This is an optimization exercise on Yosys and OpenROAD, whose aim is small area, not a production implementation.
Only simulation tests tie the RTL to the original design; equivalence was not proved.
Power and IR drop assume default switching activity.

==> run a <==
==> flow/design.v (excerpt) <==
module decimal_rounding_unit_core (
  input  logic        clk_i,
  input  logic        rst_ni,
  input  logic        start_i,
  output logic        busy_o,
  input  logic [50:0] in_i,
  output logic        done_o,
  output logic [48:0] result_o,
  input  logic        cfg_we_i,
  input  logic [2:0]  cfg_data_i
);
export LEC_CHECK = 0
export CAP_MARGIN = 20
export CORE_MARGIN = 2
export CORE_UTILIZATION = 40
export GPL_TIMING_DRIVEN = 0
export SETUP_SLACK_MARGIN = 0.1
export SLEW_MARGIN = 20
export SYNTH_HIERARCHICAL = 1
create_clock -name core_clock -period 6.0 [get_ports {clk_i}]
standard.sh (not shown) runs the stock make flow with config.mk's settings and CLKGATE_MAP_FILE= SYNTH_SCRIPT=/design/flow/synth_recipe.tcl, a recipe that flattens the netlist after the stock synthesis.
==> flow/flow/run.sh <==
#!/bin/bash
# Standard ORFS layout (the standard.sh, unchanged synthesis), with the port buffers
# made of the smallest buffer cell and no dummy clock loads in clock tree synthesis.
set -euo pipefail
bash standard.sh "BUFFER_PORTS_ARGS=-buffer_cell sky130_fd_sc_hd__buf_1" \
  "CTS_ARGS=-sink_clustering_enable -repair_clock_nets -dont_use_dummy_load -buf_list sky130_fd_sc_hd__clkbuf_16 -sink_clustering_size 25 -sink_clustering_max_diameter 80" finish > standard_make.log 2>&1
==> inputs of run b, as changes to run a <==
--- a/flow/design.v
+++ b/flow/design.v
@@ -1086,24 +1086,27 @@
   dru_fa u_s3_41 (.a(w[20]), .b(cc[20]), .c(~wt[20]), .s(s3_41), .co(s3_42));
   wire s3_43, s3_44;
   dru_fa u_s3_43 (.a(w[21]), .b(cc[21]), .c(1'b1), .s(s3_43), .co(s3_44));
   assign xa = {1'b1, 1'b1, s3_43, s3_41, s3_39, s3_37, s3_35, s3_33, s3_31, s3_29, s3_27, s3_25, s3_23, s3_21, s3_19, s3_17, s3_15, s3_13, s3_11, s3_9, s3_7, s3_5, s3_3, s3_1};
   assign xb = {1'b0, s3_44, s3_42, s3_40, s3_38, s3_36, s3_34, s3_32, s3_30, s3_28, s3_26, s3_24, s3_22, s3_20, s3_18, s3_16, s3_14, s3_12, s3_10, s3_8, s3_6, s3_4, s3_2, 1'b0};
+  wire ovfi = (w[47:22] == 26'h1ffffff);
+  wire ovfd = (w[47:22] == 26'h2000000);
   logic        vd_q;
   logic [23:0] vd_xa;
   logic [23:1] vd_xb;
   logic [25:0] vd_hi;
-  wire         vd_oi = (vd_hi == 26'h1ffffff);
-  wire         vd_od = (vd_hi == 26'h2000000);
+  logic        vd_oi, vd_od;
   always_ff @(posedge clk_i or negedge rst_ni) begin
     if (!rst_ni) vd_q <= 1'b0;
     else vd_q <= vc_q;
   end
   always_ff @(posedge clk_i) begin
     vd_xa <= xa;
     vd_xb <= xb[23:1];
     vd_hi <= w[47:22];
+    vd_oi <= ovfi;
+    vd_od <= ovfd;
   end
   wire [23:0] xsum;
   wire s4_1, s4_2;
   dru_ha u_s4_1 (.a(vd_xa[1]), .b(vd_xb[1]), .s(s4_1), .co(s4_2));
   wire s4_3, s4_4;
==> flow/run.sh (new file) <==
#!/bin/bash
# synth_recipe.tcl (not shown) runs the flow's synth.tcl, then flattens the netlist and writes it again
# the make line also repeats each setting of config.mk as NAME=value (left out here)
make -C /OpenROAD-flow-scripts/flow DESIGN_CONFIG=/design/flow/config.mk WORK_HOME=/design/flow/orfs CLKGATE_MAP_FILE= SYNTH_SCRIPT=/design/flow/synth_recipe.tcl finish
- SETUP_SLACK_MARGIN: 0.1 -> 0.3
removed: flow/flow/run.sh
removed: flow/standard.sh
==> comparison <==
Clock skew: run b is lower than run a (0.018 ns).
Of run b and run a, run b has the higher first-iteration DRC count (gap about 1.3%, measured against run a).
Of run b and run a, run b has the higher maximum frequency (gap 1.1%, measured against run a).
Between run a and run b, the lower critical path depth is in run a (gap 3).
Clock power: run a is lower than run b (37%).
Combinational power: run a is smaller than run b (about 7%).
Register-to-register slack: run b is higher than run a (0.06 ns).
Of run a and run b, run b has the higher cell area (gap about 10%, measured against run b).
In run a the worst setup slack is worse than in run b, by 0.063 ns.
Against run a, the clock-buffer cell count of run b is higher by 8.
==> figures <==
item                                                             run b        run a
Result of the run                     no timing/DRC/antenna violations  no timing/DRC/antenna violations
Tap cell instance count                                            592          585
Routed length on met3                                         5.537 mm     5.347 mm
Worst hold slack after final layout                          0.3255 ns    0.3004 ns
Mean Syn Cell Area                                           9.526 um2    9.489 um2
First-pass GRT wire length                                    102.1 mm     96.87 mm
Count of mapped cells out of synthesis                           1,884        1,854
Overall routing resource usage                                  0.2896       0.2868
Total area of multi-input combinational cells               13,320 um2   12,720 um2
Vertical die dimension                                        215.8 um     213.7 um
Core utilization of the finished layout                         0.4905       0.4527
Total routed wirelength                                       68.39 mm     64.94 mm
Wire length on met2                                           30.25 mm     28.80 mm
Clk pwr                                                        1640 uW      1030 uW
Number of clock sinks seen by CTS                                  222          220
Slew at the pin closest to its max-slew limit                 1.015 ns    0.8806 ns
Number of fill cells                                             4,207        4,219
Register area                                                 4496 um2     4452 um2
Count of sequential standard cells                                 222          220
Static Leakage                                             0.009647 uW  0.008646 uW
Final weighted congestion in routability-driven placement       0.9725       0.9830

---

==> inputs of build 30 <==
decimal_rounding_unit_core, a different RTL version from the one above (not shown whole).
## decimal_rounding_unit_core
module decimal_rounding_unit_core (
  input  logic        clk_i,
  input  logic        rst_ni,
  input  logic        start_i,
  output logic        busy_o,
  input  logic [50:0] in_i,
  output logic        done_o,
  output logic [48:0] result_o,
  input  logic        cfg_we_i,
  input  logic [2:0]  cfg_data_i
);
Settings: LEC_CHECK=0, CAP_MARGIN=20, CORE_MARGIN=2, CORE_UTILIZATION=40, CTS_BUF_LIST=sky130_fd_sc_hd__clkbuf_4 sky130_fd_sc_hd__clkbuf_8, GPL_TIMING_DRIVEN=0, SETUP_SLACK_MARGIN=0.1, SLEW_MARGIN=20, SYNTH_HIERARCHICAL=1; clock period 6.0 ns.
run.sh (not shown) runs the stock make flow with config.mk's settings and CLKGATE_MAP_FILE= SYNTH_SCRIPT=/design/flow/synth_recipe.tcl, a recipe that flattens the netlist after the stock synthesis.
Stock flow here: none of the scripts above is used.
==> trial 91: changes against build 30 <==
--- a/flow/config.mk
+++ b/flow/config.mk
@@ -10,3 +10,2 @@
 export CORE_UTILIZATION = 40
-export CTS_BUF_LIST = sky130_fd_sc_hd__clkbuf_4 sky130_fd_sc_hd__clkbuf_8
 export GPL_TIMING_DRIVEN = 0
==> comparison table <==
Global-route track usage on met1: trial 91 34.4%; build 30 34.6%
Largest net degree at the start of global routing: trial 91 16; build 30 15
Post-CTS Setup Inserts: trial 91 11; build 30 12
Comb power: trial 91 9.90 mW; build 30 9.84 mW
Total power divided by cell area: trial 91 601 nW/µm²; build 30 599 nW/µm²
Maximum clock rate: trial 91 172 MHz; build 30 171 MHz
Wire length of the first global-routing pass: trial 91 111,000 µm; build 30 111,000 µm
Hold EP: trial 91 vb_v[33]$_DFF_P_; build 30 vc_v[32]$_DFF_P_
Total number of vias: trial 91 17,442; build 30 17,664
Switching power: trial 91 6.84 mW; build 30 6.84 mW
Slew at the pin with the worst max-slew slack: trial 91 1130 ps; build 30 1130 ps
Outcome: trial 91 finished clean; build 30 finished clean
Routed met2 length: trial 91 35,300 µm; build 30 35,700 µm

---

==> 06-16 <==
RTL: one of the versions met above, not the one the previous note started from.
Design decimal_rounding_unit_core, start of the top module:
module decimal_rounding_unit_core (
  input  logic        clk_i,
  input  logic        rst_ni,
  input  logic        start_i,
  output logic        busy_o,
  input  logic [50:0] in_i,
  output logic        done_o,
  output logic [48:0] result_o,
  input  logic        cfg_we_i,
  input  logic [2:0]  cfg_data_i
);
Settings: LEC_CHECK=0, CAP_MARGIN=20, CORE_MARGIN=2, CORE_UTILIZATION=40, GPL_TIMING_DRIVEN=0, SETUP_SLACK_MARGIN=0.1, SLEW_MARGIN=20, SYNTH_HIERARCHICAL=1; clock period 6.0 ns.
standard.sh (not shown) runs the stock make flow with config.mk's settings and CLKGATE_MAP_FILE= SYNTH_SCRIPT=/design/flow/synth_recipe.tcl, a recipe that flattens the netlist after the stock synthesis.
==> flow/flow/run.sh <==
#!/bin/bash
# Standard ORFS layout (the standard.sh, unchanged synthesis), with the port buffers
# made of the smallest buffer cell and no dummy clock loads in clock tree synthesis.
set -euo pipefail
bash standard.sh "BUFFER_PORTS_ARGS=-buffer_cell sky130_fd_sc_hd__buf_1" \
  "CTS_ARGS=-sink_clustering_enable -repair_clock_nets -dont_use_dummy_load" finish > standard_make.log 2>&1
==> 11-18: changes against 06-16 <==
--- a/flow/design.v
+++ b/flow/design.v
@@ -1083,30 +1083,33 @@
   wire s3_39, s3_40;
   dru_fa u_s3_39 (.a(w[19]), .b(cc[19]), .c(~wt[19]), .s(s3_39), .co(s3_40));
   wire s3_41, s3_42;
   dru_fa u_s3_41 (.a(w[20]), .b(cc[20]), .c(~wt[20]), .s(s3_41), .co(s3_42));
   wire s3_43, s3_44;
   dru_fa u_s3_43 (.a(w[21]), .b(cc[21]), .c(1'b1), .s(s3_43), .co(s3_44));
   assign xa = {1'b1, 1'b1, s3_43, s3_41, s3_39, s3_37, s3_35, s3_33, s3_31, s3_29, s3_27, s3_25, s3_23, s3_21, s3_19, s3_17, s3_15, s3_13, s3_11, s3_9, s3_7, s3_5, s3_3, s3_1};
   assign xb = {1'b0, s3_44, s3_42, s3_40, s3_38, s3_36, s3_34, s3_32, s3_30, s3_28, s3_26, s3_24, s3_22, s3_20, s3_18, s3_16, s3_14, s3_12, s3_10, s3_8, s3_6, s3_4, s3_2, 1'b0};
+  wire ovfi = (w[47:22] == 26'h1ffffff);
+  wire ovfd = (w[47:22] == 26'h2000000);
   logic        vd_q;
   logic [23:0] vd_xa;
   logic [23:1] vd_xb;
   logic [25:0] vd_hi;
-  wire         vd_oi = (vd_hi == 26'h1ffffff);
-  wire         vd_od = (vd_hi == 26'h2000000);
+  logic        vd_oi, vd_od;
   always_ff @(posedge clk_i or negedge rst_ni) begin
     if (!rst_ni) vd_q <= 1'b0;
     else vd_q <= vc_q;
   end
   always_ff @(posedge clk_i) begin
     vd_xa <= xa;
     vd_xb <= xb[23:1];
     vd_hi <= w[47:22];
+    vd_oi <= ovfi;
+    vd_od <= ovfd;
   end
   wire [23:0] xsum;
   wire s4_1, s4_2;
   dru_ha u_s4_1 (.a(vd_xa[1]), .b(vd_xb[1]), .s(s4_1), .co(s4_2));
   wire s4_3, s4_4;
   dru_ha u_s4_3 (.a(vd_xa[2]), .b(vd_xb[2]), .s(s4_3), .co(s4_4));
   wire s4_5, s4_6;
   dru_ha u_s4_5 (.a(vd_xa[3]), .b(vd_xb[3]), .s(s4_5), .co(s4_6));
==> flow/run.sh (new file) <==
#!/bin/bash
# synth_recipe.tcl (not shown) runs the flow's synth.tcl, then flattens the netlist and writes it again
# the make line also repeats each setting of config.mk as NAME=value (left out here)
make -C /OpenROAD-flow-scripts/flow DESIGN_CONFIG=/design/flow/config.mk WORK_HOME=/design/flow/orfs CLKGATE_MAP_FILE= SYNTH_SCRIPT=/design/flow/synth_recipe.tcl finish
CTS_BUF_LIST = sky130_fd_sc_hd__clkbuf_4   (was not set)
CTS_CLUSTER_SIZE = 20   (was not set)
SETUP_SLACK_MARGIN = 0.3   (was 0.1)
removed: flow/flow/run.sh
removed: flow/standard.sh
==> run_results.csv <==
group,metric,value,unit
outcome,run_status,"no timing/DRC/antenna violations",
power,pg_comb,0.0101,W
sta,tightest_slew,0.926,ns
power,p_clk_share,10.2,%
final_layout,final_cell_mix,"dfxtp_1 (210), fa_1 (196), a21o_1 (123)",
clocking,h-tree-depth,2,
clocking,insertion_delay,0.85,ns
final_layout,area_growth,22.3,%
global_route,antenna_found_initial,2,
die,dieWidth,216,µm
power,p_int,0.00700,W
final_layout,multi_input_area_share,61.6,%
setup_path,crit-reg2reg-launch,"vb_t[9]",
die,core,44200,µm²
final_layout,stdcell_count,2743,
final_layout,inv_count,70,
global_route,use_met1,40.7,%
placement,place_ws,-1.33,ns
-- figures above: 11-18

==> run_results.csv <==
group,metric,value,unit
power,p_clk_share,10.6,%
setup_path,slowest_delay,0.60,ns
final_layout,final_cell_mix,"dfxtp_1 (210), fa_1 (196), a21o_1 (124)",
final_layout,multi_input_area_share,64.2,%
global_route,use_met1,39.8,%
placement,place_ws,-1.18,ns
power,pg_comb,0.00919,W
global_route,antenna_found_initial,1,
clocking,h-tree-depth,1,
die,row_count,76,
power,pwr_density_cell,643,nW/µm²
clocking,insertion_delay,0.55,ns
detailed_routing,wl_met2,29100,µm
die,dieWidth,214,µm
final_layout,inv_count,66,
global_route,grtUsageMet2,44.4,%
outcome,run_status,"no timing/DRC/antenna violations",
-- figures above: 06-16

==> port drivers added, routing unchanged <==
In the flow no input, the clock included, has a driving cell. The finished layouts below were timed again as built, in two steps.
Step 1 (the two cells are an assumption about what drives the block):
set clk [get_ports {clk_i}]
set_driving_cell -lib_cell sky130_fd_sc_hd__clkbuf_16 $clk
set_driving_cell -lib_cell sky130_fd_sc_hd__buf_2 [delete_from_list [all_inputs] $clk]
Step 2 also shifts input and output timing later by t, the mid clock arrival at the registers, as if the neighbouring blocks saw the same clock.
Three values: ideal, step 1, step 2; two values: the first two.
run	t, ns	setup WS [ns]	worst setup path after step 2	clock arrival spread, ns	worst register clock-pin slew, ns
run a	0.555	0.262 / 0.262 / -0.060	input to register	0.050 / 0.050	0.09 / 0.09
run b	0.605	0.325 / 0.325 / -0.112	input to register	0.032 / 0.031	0.07 / 0.07
build 30	0.643	0.163 / 0.163 / -0.380	input to register	0.034 / 0.033	0.07 / 0.07
trial 91	0.617	0.181 / 0.181 / -0.296	input to register	0.011 / 0.011	0.07 / 0.07
06-16	0.597	0.232 / 0.232 / -0.072	input to register	0.023 / 0.023	0.06 / 0.06
11-18	0.830	0.392 / 0.392 / -0.308	input to register	0.153 / 0.153	0.10 / 0.10
With both steps, setup timing fails in every run listed, where it was met with ideal ports. For 11-18, which loses most, drivers alone change the setup slack by 0.000 ns; drivers and shift together by -0.700 ns.
